What follows belongs to an exercise in optimizing a design on an open flow for small area and a short achievable clock period; a production flow would make more cautious choices. Where RTL was checked, it was by simulation tests only, not by an equivalence proof against the original. No activity file was given, so power comes from the tool's default toggle rates.

epsilon:
// nlb_lpbk
module nlb_lpbk
(
  input  logic                    Clk_400,
  input  logic                    rst_n,
  input  logic                    mmio_wr_valid,
  input  logic                    mmio_rd_valid,
  input  logic [16-1:0] mmio_addr,
  input  logic [16-1:0]   mmio_tid,
  input  logic [64-1:0] mmio_wdata,
  output logic                    mmio_rsp_valid,
  output logic [16-1:0]   mmio_rsp_tid,
  output logic [64-1:0] mmio_rsp_data,
  output logic                    rd_req_valid,
  output logic [42-1:0]  rd_req_addr,
  output logic [16-1:0]   rd_req_tid,
  input  logic                    rd_almfull,
  input  logic                    rd_rsp_valid,
  input  logic [16-1:0]   rd_rsp_tid,
  input  logic [512-1:0]  rd_rsp_data,
  output logic                    wr_req_valid,
  output logic [42-1:0]  wr_req_addr,
  output logic [16-1:0]   wr_req_tid,
  output logic [512-1:0]  wr_req_data,
  input  logic                    wr_almfull,
  input  logic                    wr_rsp_valid,
  input  logic [16-1:0]   wr_rsp_tid
);
  logic [64-1:0] scratch;
  logic [64-1:0] src_reg;
  logic [64-1:0] dst_reg;
  logic [32-1:0]   num_lines;
  logic [64-1:0] ctl;
  logic [64-1:0] ctl_nx;
  logic [64-1:0] cfg;
  logic [64-1:0] rd_data;
  logic run;
  logic run_nx;
  logic cfg_wr_en;
  assign run    = ctl[0] & ctl[1];
  assign ctl_nx = !rst_n ? '0
                : (mmio_wr_valid && mmio_addr == 16'h0138) ? mmio_wdata : ctl;
  assign run_nx = ctl_nx[0] & ctl_nx[1];
  assign cfg_wr_en = mmio_wr_valid & ~run;
  always_ff @(posedge Clk_400)
  begin
    ctl <= ctl_nx;
    if (!rst_n)
    begin
      src_reg   <= '0;
      dst_reg   <= '0;
      num_lines <= '0;
      cfg       <= '0;
    end
    else if (cfg_wr_en)
    begin
      case (mmio_addr)
        16'h0120:  src_reg   <= mmio_wdata;
        16'h0128:  dst_reg   <= mmio_wdata;
        16'h0130: num_lines <= mmio_wdata[32-1:0];
        16'h0140:       cfg       <= mmio_wdata;
        default:            ;
      endcase
    end
  end
  always_ff @(posedge Clk_400)
  begin
    if (cfg_wr_en && mmio_addr == 16'h0100)
      scratch <= mmio_wdata;
  end
  logic m_copy;    
  logic m_pat;     
  logic m_rd;      
  ...
Size in the first run: about 1200 flip-flops, ~1400 I/O pins, ~0.049 sq mm of cells after synthesis.
Settings: LEC_CHECK=0, CAP_MARGIN=20, CORE_AREA=10 10 490 490, DIE_AREA=0 0 500 500, PLACE_DENSITY=0.75, SETUP_SLACK_MARGIN=3.3, SLEW_MARGIN=20; clock period 6.0 ns.
standard.sh (not shown) runs the stock make flow with config.mk's settings and CLKGATE_MAP_FILE= SYNTH_SCRIPT=/design/flow/synth_recipe.tcl, a recipe that flattens the netlist after the stock synthesis.
==> flow/flow/run.sh <==
#!/bin/bash
# Standard ORFS layout, with plain buf_1 cells as the port buffers and a
# clock tree of larger sink clusters without dummy loads.
set -euo pipefail
export BUFFER_PORTS_ARGS="-buffer_cell sky130_fd_sc_hd__buf_1"
export CTS_ARGS="-sink_clustering_enable -repair_clock_nets -dont_use_dummy_load -sink_clustering_size 20 -sink_clustering_max_diameter 120 -buf_list {sky130_fd_sc_hd__clkbuf_16}"
bash standard.sh finish > run_standard.log 2>&1
Looking at the reports, epsilon completed the entire flow and the layout it produced met the timing, DRC and antenna checks.
Setup changes, epsilon to beta
-- flow/design.v --
<<< epsilon, line 217
  assign pat_inc     = pat_idx + 1'b1;
  assign wr_addr_inc = wr_addr_q + 1'b1;
  assign pat_nx      = !run_q ? '0 : pat_issue ? pat_inc : pat_idx;
  assign wr_more_nx  = !run_q ? lines_nz : pat_issue ? (pat_inc != num_lines) : wr_more;
>>> beta, line 217
  assign pat_inc     = pat_idx + 1'b1;
  assign wr_addr_inc = wr_addr_q + 1'b1;
  logic [4:0][16-1:0] ks_g;
  logic [4:0][16-1:0] ks_p;
  logic [16-1:0] wr_lo_sum;
  logic [42-16-1:0] dst_hi_inc;
  assign ks_g[0] = dst_reg[16-1:0] & rd_rsp_tid;
  assign ks_p[0] = dst_reg[16-1:0] ^ rd_rsp_tid;
  for (genvar l = 0; l < 4; l++)
  begin : g_ks
    for (genvar i = 0; i < 16; i++)
    begin : g_bit
      if (i >= (1 << l))
      begin : g_merge
        assign ks_g[l+1][i] = ks_g[l][i] | (ks_p[l][i] & ks_g[l][i-(1<<l)]);
        assign ks_p[l+1][i] = ks_p[l][i] & ks_p[l][i-(1<<l)];
      end
      else
      begin : g_pass
        assign ks_g[l+1][i] = ks_g[l][i];
        assign ks_p[l+1][i] = ks_p[l][i];
      end
    end
  end
  assign wr_lo_sum  = ks_p[0] ^ {ks_g[4][16-2:0], 1'b0};
  assign dst_hi_inc = dst_reg[42-1:16] + 1'b1;
  assign pat_nx      = !run_q ? '0 : pat_issue ? pat_inc : pat_idx;
  assign wr_more_nx  = !run_q ? lines_nz : pat_issue ? (pat_inc != num_lines) : wr_more;
<<< epsilon, line 228
      wr_tid_q  <= rd_rsp_tid;
      wr_data_q <= rd_rsp_data;
      wr_addr_q <= dst_reg[42-1:0] + 42'(rd_rsp_tid);
    end
    else
>>> beta, line 252
      wr_tid_q  <= rd_rsp_tid;
      wr_data_q <= rd_rsp_data;
      wr_addr_q <= {ks_g[4][16-1] ? dst_hi_inc : dst_reg[42-1:16],
                    wr_lo_sum};
    end
    else
Notes after the runs:
beta reached the end of the flow, and the finished layout is clean on the timing, DRC and antenna checks.
Share of total power in combinational logic: higher on beta
The overall power after layout was comparable across epsilon and beta.
Summary of beta over epsilon: final instance area shows an increase of 0.88%; first-iteration DRC count moved up; non-clock buffer count in the final layout went down.
Changes observed in beta relative to epsilon: required arrival time at the worst endpoint went up by 1.70 ns; placer congestion estimate climbed 0.090; wire length of the first global-routing pass now larger; area of all sequential standard cells essentially unchanged.
Function not checked in beta: the RTL went through the layout flow alone.

-- re-timing with driven ports --
The flow's constraints put no driver on any port. The routed layouts listed below were extracted and timed again, unchanged, in two steps.
Step 1 assumes that a clkbuf_16 drives the clock port and a buf_2 every other input.
Step 2 adds t to the input delays and takes it off the output delays; t is the mean of the earliest and latest rising clock arrival at the registers after step 1. Input paths then give back, and output paths get back, about the clock's delay inside the block.
Three values: ideal ports, drivers, drivers and shift; two values: the first two.
| run | t, ns | setup slack, ns | slew at the worst register clock pin (ns) |
|---|---|---|---|
| epsilon | 0.846 | 3.057 / 2.922 / 2.188 | 0.10 / 0.10 |
| beta | 0.795 | 3.000 / 2.928 / 2.229 | 0.10 / 0.10 |
After both steps setup and hold are still met in every run listed. For epsilon, which loses most, drivers alone change the setup slack by -0.135 ns; drivers and shift together by -0.869 ns.
